Context: an optimization exercise on an open-source flow, tuned for small area, a short achievable clock period and few clock cycles per item. The choices shown serve that exercise and are no tape-out recipe. In this exercise RTL edits were held to simulation tests only and were not proved equivalent to the original.

## flow/design.v

```verilog
`default_nettype none
package alu_types_pkg;
	typedef logic [32-1:0] word_t;
	typedef logic [2*32-1:0] dword_t;
	typedef enum logic [3:0] {
		OP_AND  = 4'd0,
		OP_OR   = 4'd1,
		OP_NEG  = 4'd2,
		OP_NOT  = 4'd3,
		OP_ADD  = 4'd4,
		OP_SUB  = 4'd5,
		OP_MUL  = 4'd6,
		OP_DIV  = 4'd7,
		OP_SHR  = 4'd8,
		OP_SHRA = 4'd9,
		OP_SHL  = 4'd10,
		OP_ROR  = 4'd11,
		OP_ROL  = 4'd12
	} alu_op_t;
	typedef struct packed {
		alu_op_t op;
		word_t   y;
		word_t   b;
	} operand_s;
endpackage
`default_nettype wire
`default_nettype none
package alu_ctrl_pkg;
	typedef enum logic [1:0] {
		DIV_IDLE,
		DIV_PREP,
		DIV_ITER,
		DIV_FIX
	} div_state_t;
	typedef struct packed {
		logic [32-1:0] hi;
		logic [32-1:0] lo;
	} result_s;
endpackage
`default_nettype wire
`timescale 1ns/1ps
`default_nettype none
module operand_stage (
	input  wire                          clock,
	input  wire                          rst_n,
	input  wire alu_types_pkg::word_t    bus,
	input  wire                          y_in,
	input  wire                          start,
	input  wire alu_types_pkg::alu_op_t  op,
	input  wire                          busy,
	output alu_types_pkg::operand_s      opnd,
	output logic                         opnd_valid
);
	alu_types_pkg::word_t y_q;
	logic take;
	assign take = start && !busy;
	always_ff @(posedge clock or negedge rst_n) begin
		if (!rst_n) begin
			y_q <= '0;
		end else if (y_in) begin
			y_q <= bus;
		end
	end
	always_ff @(posedge clock or negedge rst_n) begin
		if (!rst_n) begin
			opnd_valid <= 1'b0;
		end else begin
			opnd_valid <= take;
		end
	end
	always_ff @(posedge clock) begin
		if (take) begin
			opnd.op <= op;
			opnd.y  <= y_q;
			opnd.b  <= bus;
		end
	end
endmodule
`default_nettype wire
`timescale 1ns/1ps
`default_nettype none
module bit_pair_multiplier (
	input  wire alu_types_pkg::word_t  y,
	input  wire alu_types_pkg::word_t  b,
	output alu_types_pkg::dword_t      product
);
	localparam int DIGITS = 32 / 2;
	logic [32:0] b_ext;
	alu_types_pkg::dword_t y_ext;
	alu_types_pkg::dword_t y_ext2;
	logic [2:0] group [DIGITS];
	alu_types_pkg::dword_t pp [DIGITS];
	assign b_ext = {b, 1'b0};
	assign y_ext  = {{32{y[32-1]}}, y};
	assign y_ext2 = y_ext << 1;
	for (genvar g = 0; g < DIGITS; g++) begin : g_recode
		assign group[g] = b_ext[2*g+2 -: 3];
	end
	always_comb begin
		for (int i = 0; i < DIGITS; i++) begin
			case (group[i])
				3'b001, 3'b010: pp[i] = y_ext;
				3'b011:         pp[i] = y_ext2;
				3'b100:         pp[i] = -y_ext2;
				3'b101, 3'b110: pp[i] = -y_ext;
				default:        pp[i] = '0;
			endcase
		end
	end
	always_comb begin
		product = '0;
		for (int i = 0; i < DIGITS; i++) begin
			product = product + (pp[i] << (2 * i));
		end
	end
endmodule
`default_nettype wire
`timescale 1ns/1ps
`default_nettype none
module nonrestoring_divider (
	input  wire                        clock,
	input  wire                        rst_n,
	input  wire                        go,
	input  wire alu_types_pkg::word_t  dividend,
	input  wire alu_types_pkg::word_t  divisor,
	output alu_types_pkg::word_t       quotient,
	output alu_types_pkg::word_t       remainder,
	output logic                       fin
);
	localparam int W = 32;
	localparam int CNT_W = $clog2(32);
	alu_ctrl_pkg::div_state_t state;
	logic [CNT_W-1:0] count;
	alu_types_pkg::word_t a_q;
	alu_types_pkg::word_t b_q;
	alu_types_pkg::word_t a_mag;
	alu_types_pkg::word_t b_mag;
	alu_types_pkg::word_t q_q;
	logic [W:0] d_q;
	logic [W:0] r_q;
	logic [W:0] r_shift;
	logic [W:0] r_step;
	logic [W:0] r_fix;
	logic neg_q;
	logic neg_r;
	logic by_zero;
	assign a_mag = a_q[W-1] ? -a_q : a_q;
	assign b_mag = b_q[W-1] ? -b_q : b_q;
	assign r_shift = {r_q[W-1:0], q_q[W-1]};
	assign r_step  = r_q[W] ? r_shift + d_q : r_shift - d_q;
	assign r_fix = r_q[W] ? r_q + d_q : r_q;
	always_ff @(posedge clock or negedge rst_n) begin
		if (!rst_n) begin
			state <= alu_ctrl_pkg::DIV_IDLE;
			count <= '0;
		end else begin
			case (state)
				alu_ctrl_pkg::DIV_IDLE: begin
					if (go) begin
						state <= alu_ctrl_pkg::DIV_PREP;
					end
				end
				alu_ctrl_pkg::DIV_PREP: begin
					state <= alu_ctrl_pkg::DIV_ITER;
					count <= '0;
				end
				alu_ctrl_pkg::DIV_ITER: begin
					count <= count + 1'b1;
					if (count == CNT_W'(32 - 1)) begin
						state <= alu_ctrl_pkg::DIV_FIX;
					end
				end
				default: state <= alu_ctrl_pkg::DIV_IDLE;
			endcase
		end
	end
	always_ff @(posedge clock) begin
		case (state)
			alu_ctrl_pkg::DIV_IDLE: begin
				if (go) begin
					a_q <= dividend;
					b_q <= divisor;
				end
			end
			alu_ctrl_pkg::DIV_PREP: begin
				q_q     <= a_mag;
				d_q     <= {1'b0, b_mag};
				r_q     <= '0;
				neg_q   <= a_q[W-1] ^ b_q[W-1];
				neg_r   <= a_q[W-1];
				by_zero <= (b_q == '0);
			end
			alu_ctrl_pkg::DIV_ITER: begin
				r_q <= r_step;
				q_q <= {q_q[W-2:0], ~r_step[W]};
			end
			default: begin
			end
		endcase
	end
	assign quotient  = by_zero ? '1 : (neg_q ? -q_q : q_q);
	assign remainder = by_zero ? a_q : (neg_r ? -r_fix[W-1:0] : r_fix[W-1:0]);
	assign fin = (state == alu_ctrl_pkg::DIV_FIX);
endmodule
`default_nettype wire
`timescale 1ns/1ps
`default_nettype none
module alu (
	input  wire                            clock,
	input  wire                            rst_n,
	input  wire alu_types_pkg::operand_s   opnd,
	input  wire                            opnd_valid,
	output alu_ctrl_pkg::result_s          res,
	output logic                           res_valid,
	output logic                           busy
);
	logic [5-1:0] shamt;
	alu_types_pkg::dword_t product;
	alu_types_pkg::word_t quotient;
	alu_types_pkg::word_t remainder;
	logic is_div;
	logic div_go;
	logic div_fin;
	logic div_pending;
	function automatic alu_types_pkg::word_t logic_unit(
		input alu_types_pkg::alu_op_t op,
		input alu_types_pkg::word_t   y,
		input alu_types_pkg::word_t   b
	);
		case (op)
			alu_types_pkg::OP_AND: logic_unit = y & b;
			alu_types_pkg::OP_OR:  logic_unit = y | b;
			alu_types_pkg::OP_NEG: logic_unit = -y;
			alu_types_pkg::OP_NOT: logic_unit = ~y;
			default:               logic_unit = '0;
		endcase
	endfunction
	function automatic alu_types_pkg::word_t add_sub(
		input alu_types_pkg::word_t a,
		input alu_types_pkg::word_t b,
		input logic                 sub
	);
		alu_types_pkg::word_t bx;
		bx = sub ? ~b : b;
		add_sub = a + bx + {{(32-1){1'b0}}, sub};
	endfunction
	function automatic alu_types_pkg::word_t shift_rot(
		input alu_types_pkg::alu_op_t op,
		input alu_types_pkg::word_t   y,
		input logic [5-1:0]    sh
	);
		alu_types_pkg::dword_t dbl;
		alu_types_pkg::dword_t right;
		alu_types_pkg::dword_t left;
		dbl   = {y, y};
		right = dbl >> sh;
		left  = dbl << sh;
		case (op)
			alu_types_pkg::OP_SHR:  shift_rot = y >> sh;
			alu_types_pkg::OP_SHRA: shift_rot = $signed(y) >>> sh;
			alu_types_pkg::OP_SHL:  shift_rot = y << sh;
			alu_types_pkg::OP_ROR:  shift_rot = right[32-1:0];
			alu_types_pkg::OP_ROL:  shift_rot = left[2*32-1:32];
			default:                shift_rot = '0;
		endcase
	endfunction
	assign shamt = opnd.b[5-1:0];
	bit_pair_multiplier u_mul (
		.y       (opnd.y),
		.b       (opnd.b),
		.product (product)
	);
	nonrestoring_divider u_div (
		.clock     (clock),
		.rst_n     (rst_n),
		.go        (div_go),
		.dividend  (opnd.y),
		.divisor   (opnd.b),
		.quotient  (quotient),
		.remainder (remainder),
		.fin       (div_fin)
	);
	always_comb begin
		res = '0;
		if (div_fin) begin
			res.hi = remainder;
			res.lo = quotient;
		end else begin
			case (opnd.op)
				alu_types_pkg::OP_AND, alu_types_pkg::OP_OR,
				alu_types_pkg::OP_NEG, alu_types_pkg::OP_NOT:
					res.lo = logic_unit(opnd.op, opnd.y, opnd.b);
				alu_types_pkg::OP_ADD: res.lo = add_sub(opnd.y, opnd.b, 1'b0);
				alu_types_pkg::OP_SUB: res.lo = add_sub(opnd.y, opnd.b, 1'b1);
				alu_types_pkg::OP_MUL: res = alu_ctrl_pkg::result_s'(product);
				alu_types_pkg::OP_SHR, alu_types_pkg::OP_SHRA, alu_types_pkg::OP_SHL,
				alu_types_pkg::OP_ROR, alu_types_pkg::OP_ROL:
					res.lo = shift_rot(opnd.op, opnd.y, shamt);
				default: res = '0;
			endcase
		end
	end
	assign is_div    = (opnd.op == alu_types_pkg::OP_DIV);
	assign div_go    = opnd_valid && is_div;
	assign res_valid = (opnd_valid && !is_div) || div_fin;
	assign busy      = opnd_valid || div_pending;
	always_ff @(posedge clock or negedge rst_n) begin
		if (!rst_n) begin
			div_pending <= 1'b0;
		end else if (div_go) begin
			div_pending <= 1'b1;
		end else if (div_fin) begin
			div_pending <= 1'b0;
		end
	end
endmodule
`default_nettype wire
`timescale 1ns/1ps
`default_nettype none
module z_register (
	input  wire                          clock,
	input  wire                          rst_n,
	input  wire alu_ctrl_pkg::result_s   res,
	input  wire                          res_valid,
	output alu_types_pkg::word_t         z_hi,
	output alu_types_pkg::word_t         z_lo,
	output logic                         done
);
	alu_ctrl_pkg::result_s z_q;
	always_ff @(posedge clock or negedge rst_n) begin
		if (!rst_n) begin
			z_q  <= '0;
			done <= 1'b0;
		end else begin
			done <= res_valid;
			if (res_valid) begin
				z_q <= res;
			end
		end
	end
	assign z_hi = z_q.hi;
	assign z_lo = z_q.lo;
endmodule
`default_nettype wire
`timescale 1ns/1ps
`default_nettype none
module alu_datapath (
	input  wire                          clock,
	input  wire                          rst_n,
	input  wire alu_types_pkg::word_t    bus,
	input  wire                          y_in,
	input  wire                          start,
	input  wire alu_types_pkg::alu_op_t  op,
	output alu_types_pkg::word_t         z_hi,
	output alu_types_pkg::word_t         z_lo,
	output logic                         done,
	output logic                         busy
);
	alu_types_pkg::operand_s opnd;
	logic opnd_valid;
	alu_ctrl_pkg::result_s res;
	logic res_valid;
	operand_stage u_opnd (
		.clock      (clock),
		.rst_n      (rst_n),
		.bus        (bus),
		.y_in       (y_in),
		.start      (start),
		.op         (op),
		.busy       (busy),
		.opnd       (opnd),
		.opnd_valid (opnd_valid)
	);
	alu u_alu (
		.clock      (clock),
		.rst_n      (rst_n),
		.opnd       (opnd),
		.opnd_valid (opnd_valid),
		.res        (res),
		.res_valid  (res_valid),
		.busy       (busy)
	);
	z_register u_z (
		.clock     (clock),
		.rst_n     (rst_n),
		.res       (res),
		.res_valid (res_valid),
		.z_hi      (z_hi),
		.z_lo      (z_lo),
		.done      (done)
	);
endmodule
`default_nettype wire
```

## flow/run.sh

```bash
#!/bin/bash
# synth_recipe.tcl (not shown) runs the flow's synth.tcl, then flattens the netlist and writes it again
# the make line also repeats each setting of config.mk as NAME=value (left out here)
make -C /OpenROAD-flow-scripts/flow DESIGN_CONFIG=/design/flow/config.mk WORK_HOME=/design/flow/orfs CLKGATE_MAP_FILE= SYNTH_SCRIPT=/design/flow/synth_recipe.tcl finish
```

## flow/config.mk

```make
export PLATFORM = sky130hd
export DESIGN_NAME = alu_datapath
export DESIGN_NICKNAME = alu_datapath
export VERILOG_FILES = /design/flow/design.v
export SDC_FILE = /design/flow/constraint.sdc
export NUM_CORES = 4
export LEC_CHECK = 0
export CAP_MARGIN = 20
export CORE_MARGIN = 2
export CORE_UTILIZATION = 40
export SLEW_MARGIN = 20
```

## flow/constraint.sdc

```tcl
create_clock -name core_clock -period 13.0 [get_ports {clock}]
set_input_delay 2.6000 -clock core_clock [delete_from_list [all_inputs] [get_ports {clock}]]
set_output_delay 2.6000 -clock core_clock [all_outputs]
set_load 0.01 [all_outputs]
```

==> summary.md <==
| Metric | Value |
|---|---|
| Sequential fraction of the synthesis area | `0.135` |
| Hpwl dp | `327000 µm` |
| Setup-failing EPs final | `0` |
| Async set or reset register ratio after synthesis | `0.314` |
| Drt via density | `7.05` |
| Setup TNS | `0 ps` |
| Max Slew Vio Count | `0` |
| CP Max Fanout | `21` |
| Total Routed Length | `approximately 450000 µm` |
| I/O pin total | `106` |
| Clock Tree Buf Depth | `3` |
| Synthesized flop and latch total | `approximately 340` |
| Total GRT Usage | `0.473` |
| Warnings from Yosys | `7` |
| Max-Cap Viols | `0` |
| Resized Gates After CTS | `0` |
| Mapped Cells | `~9400` |
| Yosys top cell area share | `0.179` |
| CTS tree | `yes` |
| Slew margin rel. | `0.0727` |
| Detailed Route Iter0 Violations | `13480` |
| Clock-pin slew on the worst setup and hold paths | `80 ps` |
| Post-route ant nets | `0` |
| First-pass GRT wire length | `607000 µm` |
| Startpoint types | `flip-flop` |
| Crit path buffers/inverters | `6` |
| Post-synth EDFFs | `232` |
| Layout cells sized above 1 | `0.0842` |
| CP Class | `flip-flop to flip-flop` |
| GP Congestion | `1.11` |
| CTS Buf Count | `39` |
| PortBufs | `105` |
| Post-synth top cells | `969 x nand2_1, 875 x nor2_1, 866 x o21ai_0` |
| Cell Area, Synth | `between 70000 and 80000 µm²` |
| HP Class | `flip-flop to flip-flop` |
| Cts hold-fix bufs | `0` |
| Die ar. | `182000 µm²` |
| Setup Skew | `around 25 ps` |
| Synth cell types | `105` |
| Final #Nets | `10112` |
| Clk Latency, worst-skew pair | `roughly 620 ps` |
| First-pass DRT Iterations | `11` |
| WL/cell | `38.6 µm` |
| Largest cells by area after synthesis | `fa_1 18%, edfxtp_1 9.7%, o21ai_0 6.1%` |
| Setup bufs post-CTS | `0` |
| Number of cell rows | `around 160` |
| Final Critical Period | `12290 ps` |
| CP delay by family, top | `compound AO/OA/AOI/OAI gates` |
| Critical Path AT | `between 10000 and 15000 ps` |
| Max stage delay on crit path | `approximately 790 ps` |
| Total number of vias | `81330` |
| Utilization after layout | `0.436` |
| Largest net degree at the start of global routing | `108` |
| Unrepaired setup endpoints after global routing | `no` |
| Slew @ Worst Pin | `1390 ps` |
| Synth Net Count | `around 10000` |
| Core ar. | `between 150000 and 200000 µm²` |
| Antenna violations before repair | `33` |
| Vias in the first global route | `between 70000 and 80000` |
| GR peak layer | `met2` |
| Grt ovf | `0` |
| Ys flop type | `edfxtp_1` |
| Outcome | `timing/DRC/antenna clean` |
| Layout area overhead | `8.57%` |
| GR Util met2 | `0.642` |
| CP max-delay cell | `nor2_1` |
| Clock sink count | `about 340` |
| # DRC | `0` |
| CP Data Required Time | `approximately 13000 ps` |
| Met1 Use GR | `0.588` |
| Initial core utilization | `0.402` |
| Met3 Use GR | `0.220` |
| Critical Path Most Common Cell | `fa_1` |
| Mean post-synth cell area | `between 7 and 8 µm²` |
| Max Fclk | `81.3 MHz` |
| Fin crit share | `0.946` |
| CTS H-Tree Depth | `2` |
| Final hold vios | `0` |
| Most common cell in the netlist | `nand2_1` |
| CP Capture Type | `flip-flop` |
| Hold Slack | `444 ps` |
| Synth area leader | `fa_1` |
| CTS root buf | `clkbuf_16` |
| Die H | `427 µm` |
| Die Wd | `427 µm` |
[flip-flops by register name, indices dropped and copies added, names as in the netlist, 2 cells and up]
name and cells:
u_alu.u_div.a_q 32, u_alu.u_div.b_q 32, u_alu.u_div.count 5, u_alu.u_div.d_q 32, u_alu.u_div.q_q 32, u_alu.u_div.r_q 33, u_alu.u_div.state 2, u_opnd.opnd 68
u_opnd.y_q 32, u_z.z_q 64
[cell type report]
| cell class | instances | area, µm² |
|---|---|---|
| diodes | 21 | 52.6 |
| clock buffers | 46 | 1020 |
| clock inverters | 26 | 450 |
| fillers | 17966 | 100000 |
| inverters | 821 | 3080 |
| multi-input cells | 7416 | 56200 |
| flip-flops and latches | 338 | 9620 |
| well taps | 2355 | 2950 |
| repair buffers | 515 | 4280 |
[worst register-to-register path, delay by kind of cell, from the launching register on]
| family | cells | cell delay [ps] |
|---|---|---|
| AO/OA/AOI/OAI | 14 | 3690 |
| adder cells (fa/ha/maj) | 7 | 3420 |
| AND/OR/NAND/NOR | 5 | 3150 |
| buffers and inverters | 6 | 1220 |
| flip-flops | 1 | 400 |
| XOR/XNOR | 1 | 270 |
[metal layers]
metal  share of wire  routed length [µm]
met5          0.0013                 564
met4           0.087               38600
met3            0.16               71300
met2            0.39              172000
met1            0.37              163000
[worst paths after layout]
kind / to / depth (start not counted) / startpoint / slack (ps)
setup / recovery: u_z.z_q[60] / 33 / u_opnd.opnd[34] / 710
hold / removal: u_opnd.opnd[61] / 0 / u_opnd.y_q[29] / 440
setup reg to reg: u_z.z_q[60] / 33 / u_opnd.opnd[34] / 710
hold reg to reg: u_opnd.opnd[61] / 0 / u_opnd.y_q[29] / 440
max in group asynchronous: u_opnd.y_q[22] / 2 / rst_n / 9510
min in group asynchronous: u_z.z_q[9] / 1 / rst_n / 2150
[metrics by stage]
step                      instances  worst slack, ps  instance area (µm²)
after floorplan                9439             3170                71500
after global placement        11439              805                75900
after detailed placement      11441              765                76000
after CTS                     11513              683                77500
after global routing          11518              569                77600
final                         11538              707                77600
[logic make-up (layout without fill, tap and decap cells)]
group | Yosys count | after routing | share of synthesized area
AOI/OAI and AO/OA | 3158 | 3158 | 0.283
adders and majority gates | 942 | 942 | 0.232
xor gates and xnor gates | 582 | 582 | 0.0713
and+or+nand+nor | 2468 | 2468 | 0.151
other | 0 | 21 | 0
DFF | 338 | 338 | 0.135
muxes | 266 | 266 | 0.0395
buffers and inverters | 1685 | 1408 | 0.0887
[cell usage in the layout, fill, tap and decap left out, drive strengths merged, types with 128 or more instances in the layout]
cell and n:
a31oi 193, o22ai 191, edfxtp 232, xnor2 461
nor2 875, fa 641, o211ai 146, ha 300
nand3 128, inv 814, mux2i 211, o21ai 876
a221oi 236, nand2 969, buf 412, a21oi 750
Testbench counts, summed over its fixed seeds: cycles 11,302, ops 2,400.

## port drivers added, routing unchanged
In the flow no input, the clock included, has a driving cell. The finished layout below was timed again as built, in two steps.
Step 1 sets driving cells, clkbuf_16 on the clock port and buf_2 on the other inputs (assumed; they add their load-dependent delay and slew).
Step 2 also shifts input and output timing later by t, the mid clock arrival at the registers, as if the neighbouring blocks saw the same clock.
Three values: ideal, step 1, step 2; two values: the first two.
t, ns: 0.680
setup WS [ns]: 0.707 / 0.707 / 0.707
slew at the worst register clock pin (ns): 0.08 / 0.08
worst slew at a driven data input, ns: 0.10
After both steps this run still meets setup and hold. For this run, drivers alone change the setup slack by 0.000 ns; drivers and shift together by 0.000 ns.
